From an optimization exercise on the open Yosys and OpenROAD flow, aimed at small area, a short achievable clock period and few clock cycles per item; shortcuts taken in it are not production practice.
Function was checked by simulation only, so behaviour that the tests miss may differ from the original.
Power and IR drop assume default switching activity.

Design break_reminder_timer, start of the top module:
module break_reminder_timer (
  input  logic                            clk,
  input  logic                            rst_n,
  input  logic                            in_tvalid,
  output logic                            in_tready,
  input  logic [brt_pkg::IN_TDATA_W-1:0]  in_tdata,
  input  logic [2:0]                      in_tuser,
  output logic                            out_tvalid,
  input  logic                            out_tready,
  output logic [brt_pkg::OUT_TDATA_W-1:0] out_tdata,
  input  logic                            cfg_valid,
  output logic                            cfg_ready,
  input  logic [brt_pkg::CFG_IDX_W-1:0]   cfg_index,
  input  logic [brt_pkg::CFG_DATA_W-1:0]  cfg_data
);
==> flow/config.mk <==
export PLATFORM = sky130hd
export DESIGN_NAME = break_reminder_timer
export DESIGN_NICKNAME = break_reminder_timer
export VERILOG_FILES = /design/flow/design.v
export SDC_FILE = /design/flow/constraint.sdc
export NUM_CORES = 4
export LEC_CHECK = 0
export ABC_AREA = 1
export CAP_MARGIN = 20
export CORE_MARGIN = 2
export CORE_UTILIZATION = 75
export PLACE_DENSITY = 0.8
export SETUP_SLACK_MARGIN = 3.55
export SLEW_MARGIN = 20
==> flow/constraint.sdc <==
create_clock -name core_clock -period 6.5 [get_ports {clk}]
set_input_delay 1.3000 -clock core_clock [delete_from_list [all_inputs] [get_ports {clk}]]
set_output_delay 1.3000 -clock core_clock [all_outputs]
set_load 0.01 [all_outputs]
standard.sh (not shown) runs the stock make flow with config.mk's settings and CLKGATE_MAP_FILE= SYNTH_SCRIPT=/design/flow/synth_recipe.tcl, a recipe that flattens the netlist after the stock synthesis.
==> flow/flow/run.sh <==
#!/bin/bash
# Layout flow: the standard flow (standard synthesis and ORFS layout),
# with two changes: the port buffers that buffer_ports inserts are plain buf_1
# cells instead of the tool's default pick (a slow delay buffer), and clock
# tree synthesis inserts no dummy loads.
# ORFS writes each step's log under orfs/logs; make's own output is kept in
# standard.log here.
set -euo pipefail
cd "$(dirname "$0")/.."
export BUFFER_PORTS_ARGS="-buffer_cell sky130_fd_sc_hd__buf_1"
export CTS_ARGS="-sink_clustering_enable -repair_clock_nets -buf_list {sky130_fd_sc_hd__clkbuf_4 sky130_fd_sc_hd__clkbuf_8} -dont_use_dummy_load"
bash standard.sh > standard.log 2>&1
Testbench counts at the start, summed over its fixed seeds: cycles 48,096, items 48,000.
Change:
- CORE_UTILIZATION: 75 -> 65
- PLACE_DENSITY: 0.8 -> unset
- SETUP_SLACK_MARGIN: 3.55 -> 3.65
Design area increases by 1.6%.
Routed wire length decreases by 2.7%.
Combinational power hardly moves.
First-iteration DRC count decreases by 32%.
Clock skew decreases by 0.0087 ns.
Setup slack improved by 0.010 ns.
Register-to-register slack improved by 0.08 ns.
Hold slack is about the same.
Die area increases by 15%.
Change:
- ABC_AREA: 1 -> unset
- SETUP_SLACK_MARGIN: 3.65 -> 3.55
Via count shrinks by 0.94%. Die area fell by 3.4%. Global-route usage goes up by 0.86 points. Area after synthesis came out lower by 3.5%. Combinational power came out higher by 8.5%. Hold slack is better by 0.037 ns. Final cell count is lower by 15%. Routed wire length came out higher by 7.8%.

========
== run 1 ==
Starting RTL as in the previous note.
clock: 6.5 ns
lec_check: 0
abc_area: 1
cap_margin: 5
core_margin: 2
core_utilization: 65
setup_slack_margin: 3.55
slew_margin: 5
Scripts as last shown in full above: flow/flow/run.sh
Run 1 finished every stage and its layout cleared the timing, design-rule and antenna checks.
Testbench counts of run 1, summed over its fixed seeds: cycles 48,096, items 48,000.
Relative to run 1, the following input files were edited for run 4:
- swapping 5 for 20 in CAP_MARGIN
- swapping 5 for 20 in SLEW_MARGIN
Run 4: full flow OK, the timing, design-rule and antenna checks passed. On number of violations reported at the end of detailed-routing iteration 0, run 4 and run 1 are neck and neck. As far as number of ordinary inverters in the final layout goes, run 4 and run 1 are indistinguishable; the numbers are identical. On clock distribution area overhead in the final layout, run 1 tracks run 4 almost exactly. In the tables for run 4 and run 1, relative slew slack reads higher with run 4. Non-clock buffer count came out exactly the same in run 4 and run 1. Run 4 against run 1: fraction of the core area covered by cells at the end of the flow comparable; clock buffer instance count of the final layout comparable; final critical-path share of the clock period comparable; via count normalized by instance count now larger; net switching power comparable.

==> separate check: timing with driven ports <==
The flow's constraints put no driver on any port. The routed layouts listed below were extracted and timed again, unchanged, in two steps. Step 1 assumes that a clkbuf_16 drives the clock port and a buf_2 every other input. Step 2, shift: input delay + t, output delay - t, t = (earliest + latest rising clock arrival at the registers) / 2. This alone moves slack from input paths to output paths. a / b / c = ideal ports / drivers / drivers and shift; a / b = the first two.
| run | t (ns) | setup WS [ns] | hold slack, ns | worst register clock-pin slew, ns |
|---|---|---|---|---|
| the first run of note 1 | 0.487 | 3.544 / 3.524 / 3.245 | 0.463 / 0.463 / 0.463 | 0.09 / 0.09 |
| the second run of note 1 | 0.489 | 3.554 / 3.534 / 3.228 | 0.465 / 0.465 / 0.465 | 0.09 / 0.09 |
| the third run of note 1 | 0.484 | 3.498 / 3.464 / 3.124 | 0.502 / 0.502 / 0.502 | 0.09 / 0.09 |
| run 1 | 0.487 | 3.566 / 3.547 / 3.221 | 0.463 / 0.463 / 0.463 | 0.08 / 0.08 |
| run 4 | 0.482 | 3.566 / 3.547 / 3.226 | 0.463 / 0.463 / 0.463 | 0.08 / 0.08 |
After both steps every run listed still meets setup and hold. For the third run of note 1, which loses most, drivers alone change the setup slack by -0.034 ns; drivers and shift together by -0.374 ns.
